This is an optimization exercise on Yosys and OpenROAD, whose aim is small area, a short achievable clock period and few clock cycles per item, not a production implementation. Where RTL was checked, it was by simulation tests only, not by an equivalence proof against the original. For run 1, only the layout was checked, not whether the RTL still works.

===== flow/margin.txt =====
6.0

===== constraint.sdc =====
create_clock -name core_clock -period 11.5 [get_ports {clk}]
set_input_delay 2.3000 -clock core_clock [delete_from_list [all_inputs] [get_ports {clk}]]
set_output_delay 2.3000 -clock core_clock [all_outputs]
set_load 0.01 [all_outputs]

===== config.mk =====
export PLATFORM = sky130hd
export DESIGN_NAME = alu_arbiter
export DESIGN_NICKNAME = alu_arbiter
export VERILOG_FILES = /design/flow/design.v
export SDC_FILE = /design/flow/constraint.sdc
export NUM_CORES = 4
export LEC_CHECK = 0
export ABC_AREA = 1
export CAP_MARGIN = 20
export CORE_MARGIN = 2
export CORE_UTILIZATION = 45
export SETUP_SLACK_MARGIN = 5
export SLEW_MARGIN = 20
export TNS_END_PERCENT = 0

===== design.v =====
package alu_pkg;
  localparam int unsigned DATA_W = 32;
  localparam int unsigned OP_W   = 4;
  localparam int unsigned SH_W   = 5;
  localparam logic [OP_W-1:0] OP_LRS  = 4'b0000;
  localparam logic [OP_W-1:0] OP_LLS  = 4'b0001;
  localparam logic [OP_W-1:0] OP_ARS  = 4'b0010;
  localparam logic [OP_W-1:0] OP_ALS  = 4'b0011;
  localparam logic [OP_W-1:0] OP_ADD  = 4'b0100;
  localparam logic [OP_W-1:0] OP_SUB  = 4'b0101;
  localparam logic [OP_W-1:0] OP_MUL  = 4'b0110;
  localparam logic [OP_W-1:0] OP_AND  = 4'b1000;
  localparam logic [OP_W-1:0] OP_OR   = 4'b1001;
  localparam logic [OP_W-1:0] OP_NOR  = 4'b1010;
  localparam logic [OP_W-1:0] OP_NAND = 4'b1011;
  localparam logic [OP_W-1:0] OP_XOR  = 4'b1100;
  localparam int unsigned MUL_K     = 4;
  localparam int unsigned MUL_STEPS = DATA_W / MUL_K;
  localparam int unsigned MUL_CNT_W = 3;   
endpackage
import alu_pkg::*;
module alu_arbiter_alu
(
  input  logic [DATA_W-1:0] op1,
  input  logic [DATA_W-1:0] op2,
  input  logic [OP_W-1:0]   alu_op,
  output logic [DATA_W-1:0] result_c,   
  output logic              ovf_c,      
  output logic              add_c,      
  output logic              add_bx31_c,   
  output logic              err_c
);
  logic              s_add, s_shr, s_shl, s_mul, sub, ars, als;
  logic [3:0]        lut;
  logic [DATA_W-1:0] b_x;
  logic [DATA_W-1:0] sum;
  logic [DATA_W-1:0] p0, gg, gp;
  logic              fill;
  logic [DATA_W-1:0] x;
  logic [DATA_W-1:0] mask;
  logic              drop_or;    
  logic              drop_and;   
  logic              sh_ovf;
  logic [DATA_W-1:0] logic_r;
  logic [DATA_W-1:0] shl_r;
  always_comb begin
    s_add   = (alu_op == OP_ADD) || (alu_op == OP_SUB);
    sub     = alu_op[0];
    s_shr   = (alu_op == OP_LRS) || (alu_op == OP_ARS);
    s_shl   = (alu_op == OP_LLS) || (alu_op == OP_ALS);
    ars     = (alu_op == OP_ARS);
    als     = alu_op[1];
    s_mul   = (alu_op == OP_MUL);
    err_c   = (alu_op == 4'b0111) || (alu_op == 4'b1101) || (alu_op == 4'b1110) ||
              (alu_op == 4'b1111);
    case (alu_op)
      OP_AND:  lut = 4'b1000;
      OP_OR:   lut = 4'b1110;
      OP_NOR:  lut = 4'b0001;
      OP_NAND: lut = 4'b0111;
      OP_XOR:  lut = 4'b0110;
      default: lut = 4'b0000;
    endcase
    b_x = op2 ^ {DATA_W{sub}};
    p0  = op1 ^ b_x;
    gg  = op1 & b_x;
    gp  = p0;
    gg[0] = gg[0] | (p0[0] & sub);
    for (int l = 0; (1 << l) < DATA_W; l++)
      for (int i = 0; i < DATA_W; i++)
        if (i & (1 << l)) begin
          gg[i] = gg[i] | (gp[i] & gg[((i >> l) << l) - 1]);
          gp[i] = gp[i] & gp[((i >> l) << l) - 1];
        end
    sum      = p0 ^ {gg[DATA_W-2:0], sub};
    add_c      = s_add;
    add_bx31_c = b_x[DATA_W-1];
    fill = ars & op1[DATA_W-1];
    for (int i = 0; i < DATA_W; i++) x[i] = s_shl ? op1[DATA_W-1-i] : op1[i];
    drop_or  = 1'b0;
    drop_and = 1'b1;
    for (int k = SH_W - 1; k >= 0; k--) begin
      mask = DATA_W'((64'd1 << (1 << k)) - 64'd1);
      if (op2[k]) begin
        drop_or  = drop_or | (|(x & mask));
        drop_and = drop_and & (&(x | ~mask));
        x        = (x >> (1 << k)) | ({DATA_W{fill}} & ~({DATA_W{1'b1}} >> (1 << k)));
      end
    end
    for (int i = 0; i < DATA_W; i++) shl_r[i] = x[DATA_W-1-i];
    sh_ovf = als ? !((drop_and & x[0]) | (!drop_or & !x[0])) : drop_or;
    for (int i = 0; i < DATA_W; i++) logic_r[i] = lut[{op1[i], op2[i]}];
    result_c = logic_r
             | ({DATA_W{s_add}} & sum)
             | ({DATA_W{s_shr}} & x)
             | ({DATA_W{s_shl}} & shl_r)
             | ({DATA_W{s_mul}} & op2);
    ovf_c    = s_shl & sh_ovf;
  end
endmodule
module alu_arbiter_mul
(
  input  logic [DATA_W-1:0]       op1,
  input  logic [DATA_W-1:0]       mpl,
  input  logic                    prev,
  input  logic [DATA_W-1:0]       hi,
  output logic [DATA_W+MUL_K-1:0] acc_c
);
  localparam int N = DATA_W + MUL_K;
  always_comb begin
    logic [MUL_K:0]  bx;
    logic            neg0, neg1, one, two;
    logic [DATA_W:0] pp0, pp1;
    logic [N-1:0]    hx, r0, r1, ps, pc;
    logic [N-1:0]    gg, gp, p0;
    bx = {mpl[MUL_K-1:0], prev};
    neg0 = bx[2];
    one  = bx[1] ^ bx[0];
    two  = (bx[2] & !bx[1] & !bx[0]) | (!bx[2] & bx[1] & bx[0]);
    pp0  = (({(DATA_W+1){one}} & {op1[DATA_W-1], op1}) | ({(DATA_W+1){two}} & {op1, 1'b0}))
           ^ {(DATA_W+1){neg0}};
    neg1 = bx[4];
    one  = bx[3] ^ bx[2];
    two  = (bx[4] & !bx[3] & !bx[2]) | (!bx[4] & bx[3] & bx[2]);
    pp1  = (({(DATA_W+1){one}} & {op1[DATA_W-1], op1}) | ({(DATA_W+1){two}} & {op1, 1'b0}))
           ^ {(DATA_W+1){neg1}};
    hx = {{MUL_K{hi[DATA_W-1]}}, hi};
    r0 = {{(MUL_K-1){pp0[DATA_W]}}, pp0};
    r1 = {{(MUL_K-3){pp1[DATA_W]}}, pp1, 2'b00};
    r1[1] = neg1;
    ps = hx ^ r0 ^ r1;
    pc = {((hx[N-2:0] & r0[N-2:0]) | (hx[N-2:0] & r1[N-2:0]) | (r0[N-2:0] & r1[N-2:0])), 1'b0};
    ps[0] = hx[0];
    pc[0] = r0[0];
    pc[1] = neg1;
    p0 = ps ^ pc;
    gg = ps & pc;
    gp = p0;
    gg[0] = gg[0] | (p0[0] & neg0);
    for (int l = 0; (1 << l) < N; l++)
      for (int i = (2 << l) - 1; i < N; i += (2 << l)) begin
        gg[i] = gg[i] | (gp[i] & gg[i - (1 << l)]);
        gp[i] = gp[i] & gp[i - (1 << l)];
      end
    for (int l = 5; l >= 0; l--)
      for (int i = 3 * (1 << l) - 1; i < N; i += (2 << l)) begin
        if ((1 << l) < N) begin
          gg[i] = gg[i] | (gp[i] & gg[i - (1 << l)]);
          gp[i] = gp[i] & gp[i - (1 << l)];
        end
      end
    acc_c = p0 ^ {gg[N-2:0], neg0};
  end
endmodule
import alu_pkg::*;
module alu_arbiter
#(
  parameter int unsigned RR_INIT = 0
) (
  input  logic              clk,
  input  logic              resetn,
  input  logic              req0_valid,
  output logic              req0_ready,
  input  logic [DATA_W-1:0] req0_op1,
  input  logic [DATA_W-1:0] req0_op2,
  input  logic [OP_W-1:0]   req0_alu_op,
  input  logic              req1_valid,
  output logic              req1_ready,
  input  logic [DATA_W-1:0] req1_op1,
  input  logic [DATA_W-1:0] req1_op2,
  input  logic [OP_W-1:0]   req1_alu_op,
  output logic              rsp0_valid,
  input  logic              rsp0_ready,
  output logic              rsp1_valid,
  input  logic              rsp1_ready,
  output logic [DATA_W-1:0] rsp_result,
  output logic              rsp_zero,
  output logic              rsp_ovf,
  output logic              rsp_err,
  output logic              busy
);
  localparam int unsigned CNT_W = MUL_CNT_W;
  logic              busy_q;
  logic              mul_q;     
  logic [CNT_W-1:0]  cnt_q;
  logic              gid;
  logic              last;
  logic [DATA_W-1:0] res_q;     
  logic              ovf_q;     
  logic              add_q;     
  logic              bx31_q;    
  logic              err_q;
  logic              s_mul_q;   
  logic [DATA_W-1:0] a_q;       
  logic [DATA_W-1:0] hi_q;      
  logic              prev_q;    
  logic              grant_c;
  logic              hs_c;
  logic              take_c;
  logic [DATA_W-1:0] a_in, b_in;
  logic [OP_W-1:0]   op_in;
  logic [DATA_W-1:0] alu_result_c;
  logic              alu_ovf_c, alu_err_c, alu_add_c, alu_bx31_c;
  logic [DATA_W+MUL_K-1:0] acc_c;
  always_comb begin
    grant_c    = (req0_valid && req1_valid) ? ~last : req1_valid;
    req0_ready = resetn && !busy_q && req0_valid && !grant_c;
    req1_ready = resetn && !busy_q && req1_valid && grant_c;
    hs_c       = req0_ready || req1_ready;
    a_in       = grant_c ? req1_op1 : req0_op1;
    b_in       = grant_c ? req1_op2 : req0_op2;
    op_in      = grant_c ? req1_alu_op : req0_alu_op;
    take_c     = (rsp0_valid && rsp0_ready) || (rsp1_valid && rsp1_ready);
    busy       = busy_q;
  end
  alu_arbiter_alu u_alu (
    .op1      (a_in),
    .op2      (b_in),
    .alu_op   (op_in),
    .result_c (alu_result_c),
    .ovf_c    (alu_ovf_c),
    .add_c    (alu_add_c),
    .add_bx31_c (alu_bx31_c),
    .err_c    (alu_err_c)
  );
  alu_arbiter_mul u_mul (
    .op1   (a_q),
    .mpl   (res_q),
    .prev  (prev_q),
    .hi    (hi_q),
    .acc_c (acc_c)
  );
  always_comb begin
    rsp_result = res_q;
    rsp_zero   = ~|res_q;
    rsp_ovf    = s_mul_q ? (hi_q != {DATA_W{res_q[DATA_W-1]}})
               : add_q   ? ((a_q[DATA_W-1] == bx31_q) && (res_q[DATA_W-1] != a_q[DATA_W-1]))
               : ovf_q;
    rsp_err    = err_q;
  end
  always_ff @(posedge clk or negedge resetn) begin
    if (!resetn) begin
      busy_q     <= 1'b0;
      mul_q      <= 1'b0;
      cnt_q      <= '0;
      gid        <= 1'b0;
      last       <= (RR_INIT == 0) ? 1'b1 : 1'b0;
      rsp0_valid <= 1'b0;
      rsp1_valid <= 1'b0;
    end else begin
      if (hs_c) begin
        busy_q     <= 1'b1;
        gid        <= grant_c;
        last       <= grant_c;
        mul_q      <= (op_in == OP_MUL);
        cnt_q      <= '0;
        rsp0_valid <= (op_in != OP_MUL) && !grant_c;
        rsp1_valid <= (op_in != OP_MUL) && grant_c;
      end else if (mul_q) begin
        cnt_q <= cnt_q + 1'b1;
        if (cnt_q == CNT_W'(MUL_STEPS - 1)) begin
          mul_q      <= 1'b0;
          rsp0_valid <= !gid;
          rsp1_valid <= gid;
        end
      end else if (take_c) begin
        busy_q     <= 1'b0;
        rsp0_valid <= 1'b0;
        rsp1_valid <= 1'b0;
      end
    end
  end
  always_ff @(posedge clk) begin
    if (!busy_q) begin
      res_q   <= alu_result_c;
      ovf_q   <= alu_ovf_c;
      add_q   <= alu_add_c;
      bx31_q  <= alu_bx31_c;
      err_q   <= alu_err_c;
      s_mul_q <= (op_in == OP_MUL);
      a_q     <= a_in;
      hi_q    <= '0;
      prev_q  <= 1'b0;
    end else if (mul_q) begin
      hi_q   <= acc_c[DATA_W+MUL_K-1:MUL_K];
      res_q  <= {acc_c[MUL_K-1:0], res_q[DATA_W-1:MUL_K]};
      prev_q <= res_q[MUL_K-1];
    end
  end
endmodule

===== flow/run.sh =====
#!/bin/bash
# The standard layout (standard.sh: ORFS from synthesis to the final layout), with two
# changes to how timing repair works; the SDC, clock period and everything else are unchanged:
#  - every port still gets its own buffer, but the smallest one (buf_1); repair resizes those on
#    critical paths.
# make's full output goes to flow_make.log; ORFS keeps each step's log under orfs/logs/.
set -euo pipefail
cd "$(dirname "$0")/.."
MARGIN=$(cat flow/margin.txt)
sed -E "s/ 'SETUP_SLACK_MARGIN=[^']*'//; s/ SETUP_SLACK_MARGIN=[^ ]+//; s/(make -C [^ ]+ )/\1SETUP_SLACK_MARGIN=${MARGIN} 'BUFFER_PORTS_ARGS=-buffer_cell sky130_fd_sc_hd__buf_1' /" standard.sh > standard_margin.sh
grep -q "SETUP_SLACK_MARGIN=${MARGIN} 'BUFFER_PORTS_ARGS" standard_margin.sh
bash standard_margin.sh > flow_make.log 2>&1

===== standard.sh =====
#!/bin/bash
# synth_recipe.tcl (not shown) runs the flow's synth.tcl, then flattens the netlist and writes it again
# the make line also repeats each setting of config.mk as NAME=value (left out here)
make -C /OpenROAD-flow-scripts/flow DESIGN_CONFIG=/design/flow/config.mk WORK_HOME=/design/flow/orfs CLKGATE_MAP_FILE= SYNTH_SCRIPT=/design/flow/synth_recipe.tcl "${@:-finish}"

==> flow_summary_export.csv, run 1 <==
group,metric,value,unit
hold_path,min-delay-start,"cnt_q[0]",
logic_synthesis,netlist_area,14650,um^2
clock_network,clkSinkCount,111,
clock_network,hold_buffers,0,
drt,route.detailed.drc,0,
timing,fmax,179.0,MHz
global_routing,grt_pass1_vias,15360,
global_routing,globalRoute.totalOverflow,0,
drt,viasPerCell,5.862,
logic_synthesis,synthDistinctLibCells,60,
floorplan,fp.dieH,184.4,um
layout,area_growth,11.90,%
drt,wirelength,61.51,mm
layout,drive_gt1_frac,0.06615,
critical_path,crit_path_start_kind,"input port",
drt,drt_first_pass_iters,6,
critical_path,crit_type,"input port to register",
hold_path,min_to,"cnt_q[0]",
place,place.port_buffers,181,
layout,final_common_cell,"nand2_1",
clock_network,clkTransAtPathRegs,0.08,ns
critical_path,reg2reg_to,"hi_q[31]",
critical_path,cp.arrival,5.72,ns
critical_path,endpoint_kind,"register",
timing,fin_crit_sh,0.4859,
global_routing,track_usage,0.3598,
timing,setup_tns,0,ns
logic_synthesis,synth-edff-count,69,
drt,drt-initial-drc-count,1430,
critical_path,cp.required,11.63,ns
clock_network,cts_buffers,9,
critical_path,cp_max_fo,23,
clock_network,htree_levels,3,
logic_synthesis,avgSynthCellArea,6.659,um^2
floorplan,rows,66,
logic_synthesis,synthArstFlopShare,0.08108,
floorplan,fp.dieArea,34010,um^2
clock_network,cts_tree,"done",
hold_path,min_path_type,"register to register",
critical_path,r2r_slack,6.18,ns
timing,min_period,5.588,ns
floorplan,start_util,0.4537,
layout,nNetsFinal,2585,
logic_synthesis,synth_flop_cell,"edfxtp_1",
logic_synthesis,ys_warn_count,3,
timing,setup_viol,0,
timing,finalMaxSlewViolations,0,
place,dp_hpwl,46.88,mm
drt,route.antenna.remaining_nets,0,
drt,num_vias,16240,
logic_synthesis,syn_nets,2462,
timing,clock_skew,0.01300,ns
place,globalplace.congestion,0.9913,
floorplan,die_w,184.4,um
global_routing,grt_max_degree,64,
drt,wl_per_cell,22.20,um
critical_path,r2r_start,"res_q[1]",
hold_path,hold-path-cell-count,1,
clock_network,clock_path_buffers,2,
timing,slew_headroom,0.3140,
clock_network,insertion_delay,0.37,ns
global_routing,grt_pass1_wl,91.03,mm
logic_synthesis,ys_ff_latch,111,
floorplan,pin_count,182,
timing,tightestPinTransition,1.028,ns
floorplan,core-area,32290,um^2
flow_run,cap_violations,0,
layout,nFillCells,3336,
critical_path,ff2ff_path_depth,26,
status,outcome,"finished clean",
global_routing,antenna_found_initial,0,
timing,rsz0062_at_grt,"yes",
logic_synthesis,syn-instance-count,2200,
timing,hold_viol_final,0,
logic_synthesis,ys_seq_area_frac,0.2020,
clock_network,root_buffer,"clkbuf_16",
layout,num_antenna_cells,0,
layout,layout_common_cells,"435 x nand2_1, 381 x nand3_1, 258 x inv_1",
Yosys cell counts, types with 8 or more instances:
master | instances | area share
nor4_1 | 11 | 0.0047
nand2_1 | 447 | 0.11
dfrtp_1 | 8 | 0.014
inv_1 | 262 | 0.067
nand2_2 | 12 | 0.0051
xor2_1 | 102 | 0.061
nor3_1 | 15 | 0.0051
edfxtp_1 | 69 | 0.14
dfxtp_1 | 33 | 0.045
clkbuf_1 | 45 | 0.012
a21oi_1 | 134 | 0.046
o22ai_1 | 62 | 0.026
o21ai_1 | 28 | 0.0096
a31oi_1 | 10 | 0.0043
nand3_1 | 383 | 0.13
buf_2 | 44 | 0.015
o21ai_0 | 100 | 0.034
nor2_1 | 133 | 0.034
o211ai_1 | 14 | 0.0072
xnor2_1 | 16 | 0.0096
nand4_1 | 29 | 0.012
fa_1 | 56 | 0.077
ha_1 | 64 | 0.055
buf_6 | 12 | 0.0092
cell type report:
type | instances | area [um^2] | share of cell area
timing repair buffer | 226 | 1242 | 0.07580
tap | 442 | 553.0 | 0.03374
timing repair inverter | 2 | 20.02 | 0.001221
sequential | 111 | 2959 | 0.1805
clock buffer | 9 | 225.2 | 0.01374
multi-input combinational | 1704 | 10260 | 0.6261
inverter | 269 | 1050 | 0.06404
clock inverter | 7 | 78.83 | 0.004809
timing repair:
item                       in CTS  in global routing
pin swaps                       5                 17
gates cloned                    4                  4
setup endpoints to repair      37                 51
setup buffers                   8                  7
gates resized for setup        37                 40
worst max path at each step:
stage,from,to,cells past startpoint
detailed placement,req0_valid,res_q[16],27
CTS,req0_valid,res_q[31],21
floorplan,req1_valid,res_q[16],29
global placement,req0_valid,res_q[16],27
finish,req0_valid,res_q[16],20
global route,req0_valid,res_q[16],28
registers in the layout (all words and copies together) (netlist names):
register,cells
a_q,32
add_q,1
busy_q,1
bx31_q,1
cnt_q,3
err_q,1
gid,1
hi_q,32
last,1
mul_q,1
ovf_q,1
prev_q,1
res_q,32
rsp0_valid,1
rsp1_valid,1
s_mul_q,1
worst max-delay path, stage by stage:
cell       delay (ns)
buf_8            0.11
nand2_8          0.06
nand2_8          0.10
bufbuf_16        0.32
o21ai_1          0.42
inv_1            0.33
ha_1             0.41
nand2_2          0.07
nand2_2          0.06
nand2_2          0.06
nand2_4          0.11
nand3_4          0.08
nand2_4          0.12
inv_2            0.04
fa_1             0.51
o21ai_2          0.07
a221oi_2         0.25
nand3_1          0.12
o21ai_1          0.09
inv_1            0.06
layer usage:
metal,vias up,part of all wire,global-route usage
li1,7668,-,-
met1,7714,0.40,0.4426
met2,713,0.47,0.6132
met3,143,0.060,0.03734
met4,0,0.064,0.2061
met5,-,0,0
per-stage QoR:
| step | setup WS [ns] | area [um^2] | util | cells | hold slack [ns] |
|---|---|---|---|---|---|
| finish | 5.912 | 16390 | 0.5077 | 2770 | 0.4997 |
| global route | 5.749 | 16390 | 0.5077 | 2770 | 0.5257 |
| CTS | 5.865 | 16100 | 0.4986 | 2759 | 0.4966 |
| detailed placement | 4.384 | 15490 | 0.4797 | 2731 | 0.4868 |
| global placement | 4.446 | 15490 | 0.4797 | 2731 | 0.4816 |
| floorplan | 5.646 | 14710 | - | 2200 | 0.4637 |
cells by family after synthesis:
logic type | Yosys count | share of synthesized area
and+or+nand+nor | 1062 | 0.3241
AOI/OAI and AO/OA | 404 | 0.1606
buffers and inverters | 385 | 0.1116
adders and majority gates | 120 | 0.1312
xor gates and xnor gates | 118 | 0.07055
DFF | 111 | 0.2020
==> run 2, diff against run 1 <==
--- a/design.v
+++ b/design.v
@@ -19,16 +19,41 @@
   localparam int unsigned MUL_CNT_W = 3;   
 endpackage
 import alu_pkg::*;
+module alu_arbiter_dec
+(
+  input  logic [OP_W-1:0] alu_op,
+  output logic [11:0]     ctl_c       
+);
+  logic [3:0] lut;
+  always_comb begin
+    case (alu_op)
+      OP_AND:  lut = 4'b1000;
+      OP_OR:   lut = 4'b1110;
+      OP_NOR:  lut = 4'b0001;
+      OP_NAND: lut = 4'b0111;
+      OP_XOR:  lut = 4'b0110;
+      default: lut = 4'b0000;
+    endcase
+    ctl_c = {lut,
+             (alu_op == 4'b0111) || (alu_op == 4'b1101) || (alu_op == 4'b1110) ||
+             (alu_op == 4'b1111),
+             alu_op == OP_MUL,
+             alu_op[1],
+             alu_op == OP_ARS,
+             (alu_op == OP_LLS) || (alu_op == OP_ALS),
+             (alu_op == OP_LRS) || (alu_op == OP_ARS),
+             alu_op[0],
+             (alu_op == OP_ADD) || (alu_op == OP_SUB)};
+  end
+endmodule
 module alu_arbiter_alu
 (
   input  logic [DATA_W-1:0] op1,
   input  logic [DATA_W-1:0] op2,
-  input  logic [OP_W-1:0]   alu_op,
+  input  logic [11:0]       ctl,        
   output logic [DATA_W-1:0] result_c,   
   output logic              ovf_c,      
-  output logic              add_c,      
-  output logic              add_bx31_c,   
-  output logic              err_c
+  output logic              add_bx31_c   
 );
   logic              s_add, s_shr, s_shl, s_mul, sub, ars, als;
   logic [3:0]        lut;
@@ -44,23 +69,7 @@
   logic [DATA_W-1:0] logic_r;
   logic [DATA_W-1:0] shl_r;
   always_comb begin
-    s_add   = (alu_op == OP_ADD) || (alu_op == OP_SUB);
-    sub     = alu_op[0];
-    s_shr   = (alu_op == OP_LRS) || (alu_op == OP_ARS);
-    s_shl   = (alu_op == OP_LLS) || (alu_op == OP_ALS);
-    ars     = (alu_op == OP_ARS);
-    als     = alu_op[1];
-    s_mul   = (alu_op == OP_MUL);
-    err_c   = (alu_op == 4'b0111) || (alu_op == 4'b1101) || (alu_op == 4'b1110) ||
-              (alu_op == 4'b1111);
-    case (alu_op)
-      OP_AND:  lut = 4'b1000;
-      OP_OR:   lut = 4'b1110;
-      OP_NOR:  lut = 4'b0001;
-      OP_NAND: lut = 4'b0111;
-      OP_XOR:  lut = 4'b0110;
-      default: lut = 4'b0000;
-    endcase
+    {lut, s_mul, als, ars, s_shl, s_shr, sub, s_add} = {ctl[11:8], ctl[6:0]};
     b_x = op2 ^ {DATA_W{sub}};
     p0  = op1 ^ b_x;
     gg  = op1 & b_x;
@@ -73,7 +82,6 @@
           gp[i] = gp[i] & gp[((i >> l) << l) - 1];
         end
     sum      = p0 ^ {gg[DATA_W-2:0], sub};
-    add_c      = s_add;
     add_bx31_c = b_x[DATA_W-1];
     fill = ars & op1[DATA_W-1];
     for (int i = 0; i < DATA_W; i++) x[i] = s_shl ? op1[DATA_W-1-i] : op1[i];
@@ -198,9 +206,9 @@
   logic              hs_c;
   logic              take_c;
   logic [DATA_W-1:0] a_in, b_in;
-  logic [OP_W-1:0]   op_in;
   logic [DATA_W-1:0] alu_result_c;
-  logic              alu_ovf_c, alu_err_c, alu_add_c, alu_bx31_c;
+  logic              alu_ovf_c, alu_bx31_c;
+  logic [11:0]       ctl0_c, ctl1_c, ctl_in;
   logic [DATA_W+MUL_K-1:0] acc_c;
   always_comb begin
     grant_c    = (req0_valid && req1_valid) ? ~last : req1_valid;
@@ -209,19 +217,19 @@
     hs_c       = req0_ready || req1_ready;
     a_in       = grant_c ? req1_op1 : req0_op1;
     b_in       = grant_c ? req1_op2 : req0_op2;
-    op_in      = grant_c ? req1_alu_op : req0_alu_op;
+    ctl_in     = grant_c ? ctl1_c : ctl0_c;
     take_c     = (rsp0_valid && rsp0_ready) || (rsp1_valid && rsp1_ready);
     busy       = busy_q;
   end
+  alu_arbiter_dec u_dec0 (.alu_op (req0_alu_op), .ctl_c (ctl0_c));
+  alu_arbiter_dec u_dec1 (.alu_op (req1_alu_op), .ctl_c (ctl1_c));
   alu_arbiter_alu u_alu (
     .op1      (a_in),
     .op2      (b_in),
-    .alu_op   (op_in),
+    .ctl      (ctl_in),
     .result_c (alu_result_c),
     .ovf_c    (alu_ovf_c),
-    .add_c    (alu_add_c),
-    .add_bx31_c (alu_bx31_c),
-    .err_c    (alu_err_c)
+    .add_bx31_c (alu_bx31_c)
   );
   alu_arbiter_mul u_mul (
     .op1   (a_q),
@@ -252,10 +260,10 @@
         busy_q     <= 1'b1;
         gid        <= grant_c;
         last       <= grant_c;
-        mul_q      <= (op_in == OP_MUL);
+        mul_q      <= ctl_in[6];
         cnt_q      <= '0;
-        rsp0_valid <= (op_in != OP_MUL) && !grant_c;
-        rsp1_valid <= (op_in != OP_MUL) && grant_c;
+        rsp0_valid <= !ctl_in[6] && !grant_c;
+        rsp1_valid <= !ctl_in[6] && grant_c;
       end else if (mul_q) begin
         cnt_q <= cnt_q + 1'b1;
         if (cnt_q == CNT_W'(MUL_STEPS - 1)) begin
@@ -274,10 +282,10 @@
     if (!busy_q) begin
       res_q   <= alu_result_c;
       ovf_q   <= alu_ovf_c;
-      add_q   <= alu_add_c;
+      add_q   <= ctl_in[0];
       bx31_q  <= alu_bx31_c;
-      err_q   <= alu_err_c;
-      s_mul_q <= (op_in == OP_MUL);
+      err_q   <= ctl_in[7];
+      s_mul_q <= ctl_in[6];
       a_q     <= a_in;
       hi_q    <= '0;
       prev_q  <= 1'b0;
--- a/config.mk
+++ b/config.mk
@@ -9,6 +9,8 @@
 export CAP_MARGIN = 20
 export CORE_MARGIN = 2
 export CORE_UTILIZATION = 45
+export GPL_ROUTABILITY_DRIVEN = 0
+export PLACE_DENSITY = 0.75
 export SETUP_SLACK_MARGIN = 5
 export SLEW_MARGIN = 20
 export TNS_END_PERCENT = 0
==> run 2 against run 1 <==
- critical path depth is 13 lower
- core utilization is 1.0 points higher
- fmax is 1.1% higher
==> flow_summary_export.csv, run 2 <==
group,metric,value,unit
logic_synthesis,synthDistinctLibCells,60,
logic_synthesis,ys_warn_count,4,
global_routing,globalRoute.totalOverflow,0,
timing,rsz0062_at_grt,"yes",
drt,num_vias,17320,
floorplan,die_w,186.0,um
logic_synthesis,synth-edff-count,69,
critical_path,cp.arrival,3.23,ns
global_routing,antenna_found_initial,0,
floorplan,fp.dieArea,34580,um^2
layout,nNetsFinal,2641,
clock_network,clkSinkCount,111,
drt,wl_per_cell,20.36,um
timing,slew_headroom,0.2908,
timing,tightestPinTransition,1.063,ns
logic_synthesis,syn-instance-count,2245,
critical_path,cp.required,9.20,ns
logic_synthesis,ys_ff_latch,111,
floorplan,pin_count,182,
clock_network,clock_path_buffers,2,
place,dp_hpwl,41.32,mm
timing,clock_skew,0.02040,ns
floorplan,rows,66,
flow_run,cap_violations,0,
floorplan,fp.dieH,186.0,um
layout,final_common_cell,"nand3_1",
drt,route.antenna.remaining_nets,0,
critical_path,crit_path_start_kind,"input port",
critical_path,crit_type,"input port to primary output",
critical_path,endpoint_kind,"primary output",
layout,multiInputGateArea,10700,um^2
drt,drt-initial-drc-count,2308,
critical_path,cp_max_fo,5,
timing,fmax,180.9,MHz
layout,layout.cells.non_filler,2827,
clock_network,clkTransAtPathRegs,0.10,ns
timing,setup_tns,0,ns
logic_synthesis,yosysTopAreaCell,"nand3_1",
layout,reg_top3,"a_q: 32 flops, hi_q: 32 flops, res_q: 32 flops",
layout,seqCellArea,2959,um^2
timing,min_period,5.529,ns
layout,area_growth,13.05,%
place,place.port_buffers,181,
clock_network,cts_tree,"done",
timing,setup_viol,0,
logic_synthesis,synthArstFlopShare,0.08108,
logic_synthesis,syn_nets,2507,
global_routing,track_usage,0.3256,
global_routing,grt_pass1_vias,15670,
global_routing,grt_pass1_wl,85.68,mm
clock_network,insertion_delay,0.38,ns
place,dpl_cell_area,15730,um^2
logic_synthesis,yosysTopAreaCellShare,0.1502,
floorplan,start_util,0.4579,
global_routing,grt_max_degree,62,
layout,post-route-util,0.5177,
place,dp.cells,2768,
layout,nFillCells,3231,
logic_synthesis,netlist_area,14900,um^2
clock_network,cts_buffers,9,
floorplan,core-area,32540,um^2
logic_synthesis,ys_seq_area_frac,0.1986,
layout,drive_gt1_frac,0.07718,
drt,route.detailed.drc,0,
logic_synthesis,yosys-top-cells-area,"nand3_1 15%, edfxtp_1 14%, nand2_1 11%, fa_1 7.5%, xor2_1 6.2%",
hold_path,min_path_type,"register to register",
logic_synthesis,synth.most_common_cell,"nand3_1",
clock_network,htree_levels,3,
logic_synthesis,avgSynthCellArea,6.637,um^2
drt,drt_first_pass_iters,7,
timing,finalMaxSlewViolations,0,
layout,layout_common_cells,"445 x nand3_1, 435 x nand2_1, 229 x inv_1",
logic_synthesis,synth_flop_cell,"edfxtp_1",
clock_network,hold_buffers,0,
layout,fin_area,16840,um^2
timing,fin_crit_sh,0.4808,
drt,wirelength,57.56,mm
clock_network,root_buffer,"clkbuf_16",
logic_synthesis,synthTopCellsByCount,"447 x nand3_1, 440 x nand2_1, 233 x inv_1",
status,outcome,"finished clean",
timing,hold_viol_final,0,
drt,viasPerCell,6.127,
==> run 2: cell types whose count changed in the layout (fill, tap and decap cells not counted), sizes merged, moves of 8 or more <==
| cell | previous run | this run |
|---|---|---|
| buf | 220 | 229 |
| o2111ai | 2 | 10 |
| nor2 | 136 | 157 |
| o21ai | 138 | 120 |
| nand2 | 462 | 484 |
| inv | 271 | 251 |
| o211ai | 14 | 30 |
| a21oi | 134 | 98 |
| nand3 | 390 | 448 |
==> run 2: area by class of cell <==
type / count / area share
multi-input cells: 1771 / 0.6351
diodes: 1 / 0.0001486
clock buffers: 9 / 0.01337
well taps: 442 / 0.03283
repair buffers: 237 / 0.08067
clock inverters: 7 / 0.006017
inverters: 249 / 0.05616
flip-flops and latches: 111 / 0.1757
==> run 2: final timing paths <==
kind | startpoint | endpoint | slack [ns] | depth (start not counted)
setup / recovery | req1_valid | req1_ready | 5.97 | 7
hold / removal | cnt_q[0] | cnt_q[0] | 0.49 | 1
setup reg to reg | res_q[3] | hi_q[30] | 6.48 | 26
hold reg to reg | cnt_q[0] | cnt_q[0] | 0.49 | 1
max in group asynchronous | resetn | last | 9.51 | 1
min in group asynchronous | resetn | rsp0_valid | 1.76 | 1
==> run 2: logic make-up (layout without fill, tap and decap cells) <==
| family | after synthesis | in the layout | share of synthesized area |
|---|---|---|---|
| AOI/OAI and AO/OA | 374 | 374 | 0.1513 |
| adders and majority gates | 120 | 120 | 0.1290 |
| xor gates and xnor gates | 119 | 119 | 0.07046 |
| other | 0 | 1 | 0 |
| buffers and inverters | 369 | 502 | 0.1035 |
| DFF | 111 | 111 | 0.1986 |
| and+or+nand+nor | 1152 | 1158 | 0.3472 |
==> run 2: metal layers <==
layer  track usage  routed length [um]  up-vias
met4        0.1909                4354        0
met2        0.5286               25510     1159
li1              -                   -     7911
met3       0.06085                6514      288
met5             0                   0        -
met1        0.4035               21180     7963
==> run 2: timing repair <==
| action | in CTS | in global routing |
|---|---|---|
| gates resized for setup | 26 | 45 |
| endpoints found under the hold margin | 0 | 0 |
| cloned | 6 | 6 |
| endpoints found under the setup margin | 35 | 55 |
| pin swaps | 3 | 19 |
| buffers inserted | 8 | 22 |
==> run 2: per-stage QoR <==
step           hold slack (ns)  worst slack [ns]
2_1_floorplan           0.4461             5.938
3_3_place_gp            0.4640             4.752
3_5_place_dp            0.4686             4.599
4_1_cts                 0.4829             5.905
5_1_grt                 0.5029             5.920
6_report                0.4879             5.971
==> run 2: critical path: stages <==
cell      delay (ns)
buf_8           0.08
buf_12          0.12
buf_4           0.15
nand2_8         0.10
buf_4           0.18
nor2_4          0.13
clkbuf_2        0.16
Testbench counts of run 2, summed over its fixed seeds: cycles 8,544, items 3,200.
==> run 3, diff against run 2 <==
==> flow/margin.txt (replaced) <==
5.85
--- a/config.mk
+++ b/config.mk
@@ -9,8 +9,6 @@
 export CAP_MARGIN = 20
 export CORE_MARGIN = 2
 export CORE_UTILIZATION = 45
-export GPL_ROUTABILITY_DRIVEN = 0
-export PLACE_DENSITY = 0.75
 export SETUP_SLACK_MARGIN = 5
 export SLEW_MARGIN = 20
 export TNS_END_PERCENT = 0
==> run 3 against run 2 <==
- global-route usage is 1.9 points higher
- final cell count is 0.92% lower
- fmax is 1.6% lower
- highest routed layer unchanged
==> flow_summary_export.csv, run 3 <==
group,metric,value,unit
clock_network,cts_tree,"done",
critical_path,r2r_start,"res_q[1]",
place,globalplace.congestion,1.005,
timing,setup_tns,0,ns
clock_network,cts_buffers,9,
critical_path,crit_chain,"buf_4 > nand2_8 > nand2_4 > nor2_2 > buf_1",
logic_synthesis,synth_flop_cell,"edfxtp_1",
timing,clock_skew,0.01186,ns
critical_path,cp_max_fo,12,
global_routing,grt_max_degree,56,
logic_synthesis,synthTopCellsByCount,"447 x nand3_1, 440 x nand2_1, 233 x inv_1",
global_routing,track_usage,0.3445,
global_routing,grt_pass1_wl,90.03,mm
floorplan,pin_count,182,
timing,fmax,178.0,MHz
place,dp_hpwl,44.98,mm
drt,wl_per_cell,21.29,um
logic_synthesis,synthArstFlopShare,0.08108,
floorplan,fp.dieH,186.0,um
layout,nNetsFinal,2615,
logic_synthesis,synth.most_common_cell,"nand3_1",
drt,drt_first_pass_iters,6,
timing,tightestPinTransition,1.067,ns
global_routing,grt_pass1_vias,15630,
layout,drive_gt1_frac,0.06149,
layout,final_common_cell,"nand3_1",
timing,fin_crit_sh,0.4885,
logic_synthesis,synth-edff-count,69,
clock_network,clkTransAtPathRegs,0.08,ns
drt,wirelength,59.63,mm
timing,rsz0062_at_grt,"yes",
critical_path,cp.required,9.20,ns
drt,route.antenna.remaining_nets,0,
global_routing,globalRoute.totalOverflow,0,
hold_path,min-delay-start,"cnt_q[0]",
floorplan,rows,66,
critical_path,cp.arrival,3.32,ns
layout,reg_top3,"a_q: 32 flops, hi_q: 32 flops, res_q: 32 flops",
floorplan,fp.dieArea,34580,um^2
layout,post-route-util,0.5025,
floorplan,start_util,0.4579,
clock_network,clock_path_buffers,2,
critical_path,crit_type,"input port to primary output",
layout,layout.cells.non_filler,2801,
logic_synthesis,ys_seq_area_frac,0.1986,
critical_path,endpoint_kind,"primary output",
logic_synthesis,ys_warn_count,4,
drt,drt-initial-drc-count,1950,
logic_synthesis,netlist_area,14900,um^2
logic_synthesis,yosys-top-cells-area,"nand3_1 15%, edfxtp_1 14%, nand2_1 11%, fa_1 7.5%, xor2_1 6.2%",
timing,finalMaxSlewViolations,0,
place,dp.cells,2767,
logic_synthesis,synthDistinctLibCells,60,
layout,layout_common_cells,"447 x nand3_1, 439 x nand2_1, 229 x inv_1",
timing,hold_viol_final,0,
drt,num_vias,16580,
drt,viasPerCell,5.920,
status,outcome,"finished clean",
drt,route.detailed.drc,0,
critical_path,crit_start,"req0_valid",
hold_path,min_path_type,"register to register",
logic_synthesis,yosysTopAreaCell,"nand3_1",
critical_path,cp_num_buf_inv,2,
logic_synthesis,yosysTopAreaCellShare,0.1502,
logic_synthesis,syn-instance-count,2245,
place,place.port_buffers,181,
clock_network,htree_levels,3,
critical_path,critPathMaxStageDelay,0.25,ns
logic_synthesis,ys_ff_latch,111,
layout,area_growth,9.741,%
floorplan,core-area,32540,um^2
clock_network,clkSinkCount,111,
floorplan,die_w,186.0,um
timing,slew_headroom,0.2877,
flow_run,cap_violations,0,
critical_path,cp_top_family,"simple AND/OR/NAND/NOR gates",
clock_network,insertion_delay,0.37,ns
timing,min_period,5.618,ns
critical_path,crit_slowest_cell,"nor2_2",
logic_synthesis,avgSynthCellArea,6.637,um^2
timing,setup_viol,0,
critical_path,crit_path_start_kind,"input port",
clock_network,root_buffer,"clkbuf_16",
logic_synthesis,syn_nets,2507,
global_routing,antenna_found_initial,1,
-- run 3: cell count changes in the layout (fill, tap and decap cells not counted), moves of 3 or more --
cell      previous run  this run
nand2_8              7         3
nand2_1            435       439
o21ai_0             69        72
clkinv_8             4         0
buf_12               8         5
buf_4               41        23
-- run 3: final timing paths --
kind	cells past startpoint	to	slack, ns
min	1	cnt_q[0]	0.50
min in group asynchronous	1	rsp1_valid	1.79
max reg2reg	25	hi_q[30]	6.34
min reg2reg	1	cnt_q[0]	0.50
max	5	req1_ready	5.88
max in group asynchronous	1	last	9.44
-- run 3: logic make-up (layout without fill, tap and decap cells) --
logic type,Yosys count,in the layout,synth area share
and+or+nand+nor,1152,1157,0.3472
AOI/OAI and AO/OA,374,376,0.1513
buffers and inverters,369,475,0.1035
adders and majority gates,120,120,0.1290
xor gates and xnor gates,119,119,0.07046
DFF,111,111,0.1986
other,0,1,0
-- run 3: per-stage QoR --
stage | setup slack, ns | hold slack, ns | instance area [um^2]
after CTS | 5.821 | 0.4932 | 16170
final | 5.882 | 0.4975 | 16350
after global placement | 4.069 | 0.4614 | 15710
after floorplan | 5.830 | 0.4461 | 14940
after detailed placement | 3.984 | 0.4805 | 15710
after global routing | 5.756 | 0.5183 | 16350
-- run 3: what timing repair did --
| item | CTS | global route |
|---|---|---|
| setup endpoints to repair | 35 | 43 |
| resized for setup | 24 | 17 |
| pin swaps | 1 | 5 |
| cloned | 6 | 3 |
| hold buffers | 0 | 0 |
| setup buffers | 2 | 6 |
-- run 3: area by class of cell --
cell class                 count  area (um^2)
fill                        3475        16190
multi-input combinational   1772        10590
sequential                   111         2959
timing repair buffer         210         1018
inverter                     249        943.4
tap                          442        553.0
clock buffer                   9        225.2
clock inverter                 7        61.31
antenna                        1        2.502
-- run 3: metal layers --
metal  vias to the layer above  share of wire  wire, um  global-route usage
met2                       803           0.46     27370              0.5646
met5                         -              0         0                   0
met3                       180          0.078      4667             0.03952
met4                         0          0.071      4214              0.2211
met1                      7741           0.39     23380              0.4302
li1                       7858              -         -                   -
==> run 4, diff against run 3 <==
==> flow/margin.txt (replaced) <==
6.15
==> run 4 against run 3 <==
- wire length is 3.3% higher
- register-to-register slack improved by 0.18 ns
- area after synthesis did not move
- critical path type is now input port to register
- synthesized cell count unchanged
- fmax rose by 3.2%
- core utilization rose by 1.5 points
- critical endpoint is now res_q[4]
- final area increased by 3.1%
==> flow_summary_export.csv, run 4 <==
group,metric,value,unit
clock_network,clkSinkCount,111,
place,globalplace.congestion,1.037,
layout,reg_top3,"a_q: 32 flops, hi_q: 32 flops, res_q: 32 flops",
floorplan,die_w,186.0,um
status,outcome,"finished clean",
global_routing,grt_pass1_wl,91.69,mm
layout,drive_gt1_frac,0.08162,
drt,drt_first_pass_iters,6,
flow_run,cap_violations,0,
logic_synthesis,yosysTopAreaCell,"nand3_1",
drt,wirelength,61.58,mm
clock_network,clkTransAtPathRegs,0.08,ns
global_routing,antenna_found_initial,1,
floorplan,core-area,32540,um^2
logic_synthesis,yosys-top-cells-area,"nand3_1 15%, edfxtp_1 14%, nand2_1 11%, fa_1 7.5%, xor2_1 6.2%",
clock_network,root_buffer,"clkbuf_16",
layout,final_common_cell,"nand3_1",
timing,slew_headroom,0.3009,
critical_path,cp.required,11.63,ns
logic_synthesis,synthArstFlopShare,0.08108,
logic_synthesis,synthTopCellsByCount,"447 x nand3_1, 440 x nand2_1, 233 x inv_1",
floorplan,fp.dieArea,34580,um^2
critical_path,crit_type,"input port to register",
logic_synthesis,yosysTopAreaCellShare,0.1502,
logic_synthesis,netlist_area,14900,um^2
clock_network,clock_path_buffers,2,
floorplan,start_util,0.4579,
critical_path,ff2ff_path_depth,25,
drt,viasPerCell,5.958,
layout,area_growth,13.11,%
global_routing,globalRoute.totalOverflow,0,
hold_path,min-delay-start,"cnt_q[0]",
floorplan,rows,66,
logic_synthesis,synth_flop_cell,"edfxtp_1",
logic_synthesis,synthDistinctLibCells,60,
hold_path,hold-path-cell-count,1,
floorplan,fp.dieH,186.0,um
critical_path,cp_max_fo,6,
logic_synthesis,syn_nets,2507,
critical_path,r2r_slack,6.52,ns
timing,fmax,183.8,MHz
logic_synthesis,ys_seq_area_frac,0.1986,
hold_path,min_path_type,"register to register",
clock_network,cts_buffers,9,
timing,setup_viol,0,
critical_path,r2r_start,"res_q[1]",
logic_synthesis,synth.most_common_cell,"nand3_1",
floorplan,pin_count,182,
logic_synthesis,ys_warn_count,4,
global_routing,grt_max_degree,49,
logic_synthesis,ys_ff_latch,111,
logic_synthesis,syn-instance-count,2245,
global_routing,grt_pass1_vias,15750,
clock_network,insertion_delay,0.37,ns
critical_path,cp.arrival,5.57,ns
timing,tightestPinTransition,1.047,ns
place,dp_hpwl,45.86,mm
logic_synthesis,avgSynthCellArea,6.637,um^2
logic_synthesis,synth-edff-count,69,
timing,min_period,5.442,ns
timing,fin_crit_sh,0.4732,
timing,setup_tns,0,ns
hold_path,min_to,"cnt_q[0]",
drt,drt-initial-drc-count,1864,
critical_path,endpoint_kind,"register",
timing,finalMaxSlewViolations,0,
drt,num_vias,16870,
layout,layout_common_cells,"445 x nand3_1, 435 x nand2_1, 228 x inv_1",
drt,route.antenna.remaining_nets,0,
drt,route.detailed.drc,0,
layout,num_antenna_cells,0,
global_routing,track_usage,0.3523,
clock_network,cts_tree,"done",
timing,hold_viol_final,0,
timing,clock_skew,0.009345,ns
drt,wl_per_cell,21.75,um
place,place.port_buffers,181,
critical_path,reg2reg_to,"hi_q[30]",
critical_path,crit_path_start_kind,"input port",
timing,rsz0062_at_grt,"yes",
clock_network,htree_levels,3,
clock_network,hold_buffers,0,
layout,nNetsFinal,2646,
run 4: cell counts after synthesis:
Identical to the previous run, type by type.
run 4: final cells by class:
type / count / area [um^2]
multi-input combinational: 1771 / 10700
fill: 3404 / 15680
timing repair buffer: 241 / 1403
tap: 442 / 553.0
sequential: 111 / 2959
clock buffer: 9 / 225.2
timing repair inverter: 1 / 5.005
inverter: 249 / 944.7
clock inverter: 7 / 63.81
run 4: cell families after synthesis:
kind of cell	synth area share
AO/OA/AOI/OAI	0.1513
XOR/XNOR	0.07046
adder cells (fa/ha/maj)	0.1290
buffers and inverters	0.1035
flip-flops	0.1986
AND/OR/NAND/NOR	0.3472
run 4: per-stage QoR:
stage / utilization / cells / hold slack (ns) / setup WS, ns / instance area, um^2
finish: 0.5180 / 2831 / 0.4956 / 6.058 / 16850
global route: 0.5180 / 2831 / 0.5402 / 6.011 / 16850
CTS: 0.5012 / 2796 / 0.5061 / 5.964 / 16310
detailed placement: 0.4836 / 2769 / 0.4911 / 4.298 / 15740
global placement: 0.4836 / 2769 / 0.4743 / 4.413 / 15740
floorplan: - / 2245 / 0.4461 / 5.938 / 14970
run 4: how the worst max path moves through the flow:
| stage | startpoint | to | slack [ns] | cells after the start |
|---|---|---|---|---|
| global placement | req1_valid | res_q[12] | 4.41 | 20 |
| CTS | req1_valid | res_q[17] | 5.96 | 24 |
| finish | req1_alu_op[0] | res_q[4] | 6.06 | 16 |
| global route | req1_valid | res_q[16] | 6.01 | 23 |
| floorplan | req1_valid | res_q[16] | 5.94 | 23 |
| detailed placement | req1_valid | res_q[17] | 4.30 | 21 |
run 4: repair_timing:
item | CTS | global route
setup buffers | 3 | 28
pin swaps | 5 | 21
endpoints found under the setup margin | 53 | 54
cloned | 8 | 7
gates resized for setup | 37 | 48
run 4: layer usage:
layer / wire, um / global-route usage / part of all wire
met5: 0 / 0 / 0
met4: 4282 / 0.2176 / 0.070
met2: 28840 / 0.5961 / 0.47
met3: 4320 / 0.02700 / 0.070
met1: 24130 / 0.4360 / 0.39
run 4: critical path, stage by stage:
cell	delay, ns
buf_1	0.23
inv_1	0.17
o21ai_4	0.26
clkbuf_16	0.20
xor2_2	0.18
ha_1	0.27
nand3_2	0.08
o211ai_1	0.12
buf_4	0.16
fa_1	0.44
a21oi_1	0.19
nand2_1	0.07
a21oi_1	0.49
nand3_1	0.23
o21ai_1	0.12
inv_1	0.05
==> run 5, diff against run 4 <==
==> flow/margin.txt (replaced) <==
6.0
==> run 5 against run 4 <==
- flip-flop and latch count unchanged
- highest routed layer unchanged
- worst setup slack got worse by 0.048 ns
- wire length decreased by 1.7%
- area after synthesis unchanged
- final cell count decreased by 0.99%
- synthesized cell count unchanged
- critical endpoint is now req0_ready
- hold slack improved by 0.0042 ns
- register-to-register slack got worse by 0.08 ns
- still clean on timing, DRC and antenna
- core utilization decreased by 1.2 points
==> flow_summary_export.csv, run 5 <==
group,metric,value,unit
layout,reg_top3,"a_q: 32 flops, hi_q: 32 flops, res_q: 32 flops",
logic_synthesis,syn-instance-count,2245,
timing,fin_crit_sh,0.4774,
floorplan,start_util,0.4579,
critical_path,critPathMaxStageDelay,0.22,ns
layout,drive_gt1_frac,0.06396,
critical_path,cp_max_fo,26,
timing,hold_viol_final,0,
critical_path,crit_path_start_kind,"input port",
drt,drt_first_pass_iters,6,
global_routing,grt_pass1_wl,91.22,mm
clock_network,clkSinkCount,111,
critical_path,ff2ff_path_depth,25,
drt,route.antenna.remaining_nets,0,
timing,clock_skew,0.01143,ns
place,place.port_buffers,181,
critical_path,crit_type,"input port to primary output",
logic_synthesis,synth.most_common_cell,"nand3_1",
timing,rsz0062_at_grt,"yes",
logic_synthesis,synthArstFlopShare,0.08108,
clock_network,root_buffer,"clkbuf_16",
global_routing,antenna_found_initial,1,
critical_path,cp_num_buf_inv,4,
place,dp_hpwl,45.86,mm
critical_path,cp.arrival,3.19,ns
flow_run,cap_violations,0,
timing,fmax,182.1,MHz
logic_synthesis,synth-edff-count,69,
drt,route.detailed.drc,0,
critical_path,endpoint_kind,"primary output",
floorplan,die_w,186.0,um
clock_network,clkTransAtPathRegs,0.07,ns
timing,setup_viol,0,
hold_path,hold-path-cell-count,1,
floorplan,fp.dieArea,34580,um^2
critical_path,crit_chain,"buf_16 > inv_1 > a21oi_4 > buf_8 > nor2_2 > buf_1",
drt,num_vias,16610,
logic_synthesis,synth_flop_cell,"edfxtp_1",
logic_synthesis,synthTopCellsByCount,"447 x nand3_1, 440 x nand2_1, 233 x inv_1",
floorplan,rows,66,
critical_path,worstSetupPathDepth,6,
timing,finalMaxSlewViolations,0,
logic_synthesis,netlist_area,14900,um^2
clock_network,htree_levels,3,
layout,final_common_cell,"nand3_1",
critical_path,cp_top_family,"buffers and inverters",
drt,wl_per_cell,21.59,um
logic_synthesis,syn_nets,2507,
hold_path,min_path_type,"register to register",
critical_path,cp.required,9.20,ns
drt,drt-initial-drc-count,1777,
timing,setup_tns,0,ns
global_routing,grt_max_degree,49,
floorplan,core-area,32540,um^2
logic_synthesis,yosys-top-cells-area,"nand3_1 15%, edfxtp_1 14%, nand2_1 11%, fa_1 7.5%, xor2_1 6.2%",
timing,tightestPinTransition,1.060,ns
logic_synthesis,avgSynthCellArea,6.637,um^2
layout,num_antenna_cells,0,
clock_network,clock_path_buffers,2,
logic_synthesis,yosysTopAreaCell,"nand3_1",
drt,wirelength,60.50,mm
layout,multiInputGateArea,10590,um^2
global_routing,track_usage,0.3505,
layout,nFillCells,3426,
timing,slew_headroom,0.2927,
timing,whs,0.4999,ns
layout,nNetsFinal,2618,
logic_synthesis,ys_ff_latch,111,
logic_synthesis,synthDistinctLibCells,60,
global_routing,globalRoute.totalOverflow,0,
clock_network,cts_buffers,9,
floorplan,fp.dieH,186.0,um
place,globalplace.congestion,1.037,
drt,viasPerCell,5.925,
clock_network,cts_tree,"done",
logic_synthesis,ys_warn_count,4,
layout,layout_common_cells,"445 x nand3_1, 438 x nand2_1, 229 x inv_1",
layout,seqCellArea,2959,um^2
floorplan,pin_count,182,
timing,min_period,5.490,ns
global_routing,grt_pass1_vias,15720,
clock_network,insertion_delay,0.37,ns
logic_synthesis,ys_seq_area_frac,0.1986,
status,outcome,"finished clean",
logic_synthesis,yosysTopAreaCellShare,0.1502,
layout,area_growth,10.40,%
critical_path,crit_slowest_cell,"buf_8",
[run 5: cell counts after synthesis]
No cell type changed its count.
[run 5: through the flow]
step           setup slack [ns]  std cells  instance area (um^2)  utilization
2_1_floorplan             5.938       2245                 14970            -
3_3_place_gp              4.413       2769                 15740       0.4836
3_5_place_dp              4.298       2769                 15740       0.4836
4_1_cts                   5.953       2794                 16230       0.4987
5_1_grt                   5.927       2803                 16450       0.5055
6_report                  6.010       2803                 16450       0.5055
[run 5: path summary, 6_finish.rpt]
| check | startpoint | to | slack (ns) |
|---|---|---|---|
| worst max-delay path | req1_valid | req0_ready | 6.01 |
| worst min-delay path | cnt_q[0] | cnt_q[0] | 0.50 |
| worst max register to register | res_q[1] | hi_q[30] | 6.44 |
| worst min register to register | cnt_q[0] | cnt_q[0] | 0.50 |
| max in group asynchronous | resetn | last | 9.50 |
| min in group asynchronous | resetn | rsp1_valid | 1.77 |
[run 5: per-layer routing]
metal  up-vias  track usage  part of all wire  wire, um
met5         -            0                 0         0
li1       7852            -                 -         -
met1      7852       0.4348              0.40     24070
met2       732       0.5930              0.47     28400
met4         0       0.2120             0.068      4106
met3       171      0.02857             0.065      3934
[run 5: final cells by class]
cell class / instances / share of cell area
Multi-Input combinational cell: 1771 / 0.6439
Sequential cell: 111 / 0.1799
Timing Repair Buffer: 213 / 0.06724
Inverter: 249 / 0.05743
Tap cell: 442 / 0.03362
Clock buffer: 9 / 0.01369
Clock inverter: 7 / 0.003880
Timing Repair inverter: 1 / 0.0003043
[run 5: timing repair]
action | CTS | global route
cloned | 7 | 4
endpoints found under the setup margin | 49 | 50
hold buffers | 0 | 0
buffers inserted | 2 | 5
endpoints found under the hold margin | 0 | 0
resized for setup | 29 | 26
pin swaps | 3 | 7
[run 5: cell families after synthesis]
family / share of synthesized area
adders and majority gates: 0.1290
buffers and inverters: 0.1035
DFF: 0.1986
and+or+nand+nor: 0.3472
AOI/OAI and AO/OA: 0.1513
xor gates and xnor gates: 0.07046
==> run 6, diff against run 5 <==
--- a/config.mk
+++ b/config.mk
@@ -8,7 +8,7 @@
 export ABC_AREA = 1
 export CAP_MARGIN = 20
 export CORE_MARGIN = 2
-export CORE_UTILIZATION = 45
+export CORE_UTILIZATION = 50
 export SETUP_SLACK_MARGIN = 5
 export SLEW_MARGIN = 20
 export TNS_END_PERCENT = 0
==> run 6 against run 5 <==
- non-clock buffer count is 26 higher
- flip-flop and latch count is the same
- global-route usage rose by 2.2 points
- register-to-register slack got worse by 0.06 ns
- via count is 1.2% higher
- critical path type unchanged
- area after synthesis unchanged
- still clean on timing, DRC and antenna
==> flow_summary_export.csv, run 6 <==
group,metric,value,unit
status,outcome,"finished clean",
layout,final_common_cell,"nand3_1",
critical_path,path_common_cell,"nand2_8",
logic_synthesis,synthArstFlopShare,0.08108,
timing,clock_skew,0.009488,ns
drt,route.antenna.remaining_nets,0,
timing,min_period,5.504,ns
global_routing,track_usage,0.3722,
clock_network,clock_path_buffers,2,
timing,tightestPinTransition,1.027,ns
floorplan,fp.dieArea,31190,um^2
logic_synthesis,yosysTopAreaCellShare,0.1502,
logic_synthesis,netlist_area,14900,um^2
critical_path,crit_chain,"buf_6 > nand2_8 > nand2_8 > buf_4 > nor2_2 > clkbuf_2",
global_routing,globalRoute.totalOverflow,0,
clock_network,clkTransAtPathRegs,0.07,ns
critical_path,crit_slowest_cell,"buf_4",
drt,route.detailed.drc,0,
timing,hold_viol_final,0,
global_routing,antenna_found_initial,0,
floorplan,fp.dieH,176.6,um
critical_path,crit_type,"input port to primary output",
critical_path,endpoint_kind,"primary output",
logic_synthesis,synth.most_common_cell,"nand3_1",
layout,nFillCells,2969,
floorplan,start_util,0.5054,
logic_synthesis,synthTopCellsByCount,"447 x nand3_1, 440 x nand2_1, 233 x inv_1",
floorplan,core-area,29480,um^2
floorplan,die_w,176.6,um
timing,setup_tns,0,ns
drt,wl_per_cell,21.52,um
layout,layout_common_cells,"445 x nand3_1, 439 x nand2_1, 229 x inv_1",
critical_path,crit_path_start_kind,"input port",
critical_path,cp_max_fo,6,
timing,finalMaxSlewViolations,0,
logic_synthesis,yosys-top-cells-area,"nand3_1 15%, edfxtp_1 14%, nand2_1 11%, fa_1 7.5%, xor2_1 6.2%",
logic_synthesis,avgSynthCellArea,6.637,um^2
layout,nNetsFinal,2643,
logic_synthesis,syn_nets,2507,
timing,fmax,181.7,MHz
hold_path,min_path_type,"register to register",
clock_network,clkSinkCount,111,
place,globalplace.congestion,1.091,
drt,num_vias,16800,
logic_synthesis,synth-edff-count,69,
logic_synthesis,ys_warn_count,4,
layout,reg_top3,"a_q: 32 flops, hi_q: 32 flops, res_q: 32 flops",
timing,setup_viol,0,
global_routing,grt_pass1_wl,88.38,mm
logic_synthesis,syn-instance-count,2245,
flow_run,cap_violations,0,
drt,drt-initial-drc-count,2197,
drt,wirelength,59.77,mm
critical_path,cp.arrival,3.20,ns
drt,drt_first_pass_iters,6,
place,dpl_worst_slack,4.373,ns
critical_path,cp.required,9.20,ns
clock_network,cts_buffers,9,
floorplan,pin_count,182,
logic_synthesis,ys_ff_latch,111,
logic_synthesis,yosysTopAreaCell,"nand3_1",
timing,fin_crit_sh,0.4786,
layout,area_growth,12.03,%
timing,slew_headroom,0.3114,
clock_network,insertion_delay,0.37,ns
global_routing,grt_max_degree,68,
global_routing,grt_pass1_vias,15350,
clock_network,htree_levels,3,
place,place.port_buffers,181,
timing,rsz0062_at_grt,"yes",
drt,viasPerCell,6.050,
place,dp_hpwl,43.86,mm
logic_synthesis,ys_seq_area_frac,0.1986,
floorplan,rows,63,
layout,drive_gt1_frac,0.07502,
logic_synthesis,synth_flop_cell,"edfxtp_1",
clock_network,cts_tree,"done",
clock_network,hold_buffers,0,
clock_network,root_buffer,"clkbuf_16",
critical_path,critPathMaxStageDelay,0.17,ns
timing,setup_slack,5.996,ns
layout,post-route-util,0.5662,
logic_synthesis,synthDistinctLibCells,60,
## run 6: logic make-up after synthesis
group	share of synthesized area
AOI/OAI and AO/OA	0.1513
xor gates and xnor gates	0.07046
adders and majority gates	0.1290
buffers and inverters	0.1035
DFF	0.1986
and+or+nand+nor	0.3472
## run 6: through the flow
step	hold slack [ns]	cells	instance area (um^2)
3_3_place_gp	0.4712	2718	15680
5_1_grt	0.5242	2776	16690
6_report	0.4960	2777	16690
3_5_place_dp	0.4731	2718	15680
4_1_cts	0.4905	2738	16060
2_1_floorplan	0.4461	2245	14970
## run 6: metal layers
layer  vias to the layer above  GRT usage  routed length (um)
met5                         -          0                   0
met4                         0     0.2163                4126
met3                       193    0.04940                4778
met2                       885     0.6063               27240
met1                      7806     0.4736               23620
li1                       7918          -                   -
## run 6: final cells by class
class | instances | area (um^2) | share of cell area
clock buffer | 9 | 225.2 | 0.01349
tap | 390 | 488.0 | 0.02924
antenna | 1 | 2.502 | 0.0001499
multi-input combinational | 1771 | 10650 | 0.6381
timing repair buffer | 239 | 1374 | 0.08231
inverter | 249 | 938.4 | 0.05622
sequential | 111 | 2959 | 0.1773
clock inverter | 7 | 53.80 | 0.003223
## run 6: worst paths after layout
check	depth (start not counted)	slack, ns	startpoint	to
hold reg to reg	1	0.50	cnt_q[0]	cnt_q[0]
hold / removal	1	0.50	cnt_q[0]	cnt_q[0]
min in group asynchronous	1	1.79	resetn	rsp0_valid
setup reg to reg	25	6.38	res_q[1]	hi_q[30]
max in group asynchronous	1	9.43	resetn	last
setup / recovery	6	6.00	req0_valid	req1_ready
## run 6: what timing repair did
item                                    4_1_cts  5_1_grt
pin swaps                                     1       12
gates resized for setup                      20       41
endpoints found under the setup margin       35       36
buffers inserted                              1       27
gates cloned                                  3       10
endpoints found under the hold margin         0        0
## run 6: worst max-delay path: cells and delay by family
family,cells,cell delay (ns)
buffers and inverters,3,0.47
and+or+nand+nor,3,0.41

afterwards: timing with drivers on the ports:
No port has a modelled driver above. Below, the same layouts with a new extraction and two added sets of constraints. Step 1 assumes that a clkbuf_16 drives the clock port and a buf_2 every other input. Step 2 moves the port delays by t, midway between the first and last clock arrival at a register: inputs arrive t later, outputs are due t later. That takes back most of the time a late clock gives input paths. a / b / c = no drivers / after step 1 / after step 2; a / b = the first two.
run	t, ns	setup WS [ns]	worst setup path at the end	slew at the worst register clock pin (ns)
run 1	0.415	5.912 / 5.914 / 5.503	input to register	0.08 / 0.08
run 2	0.419	5.971 / 5.923 / 5.577	input to register	0.10 / 0.10
run 3	0.407	5.882 / 5.849 / 5.509	input to register	0.09 / 0.09
run 4	0.403	6.058 / 6.012 / 5.623	input to register	0.09 / 0.09
run 5	0.404	6.010 / 5.865 / 5.554	input to register	0.09 / 0.09
run 6	0.417	5.996 / 5.958 / 5.651	input to register	0.08 / 0.08
After both steps setup and hold are still met in every run listed. The setup slack of run 5, which loses most, moves by -0.145 ns with the drivers and by -0.456 ns with both steps.
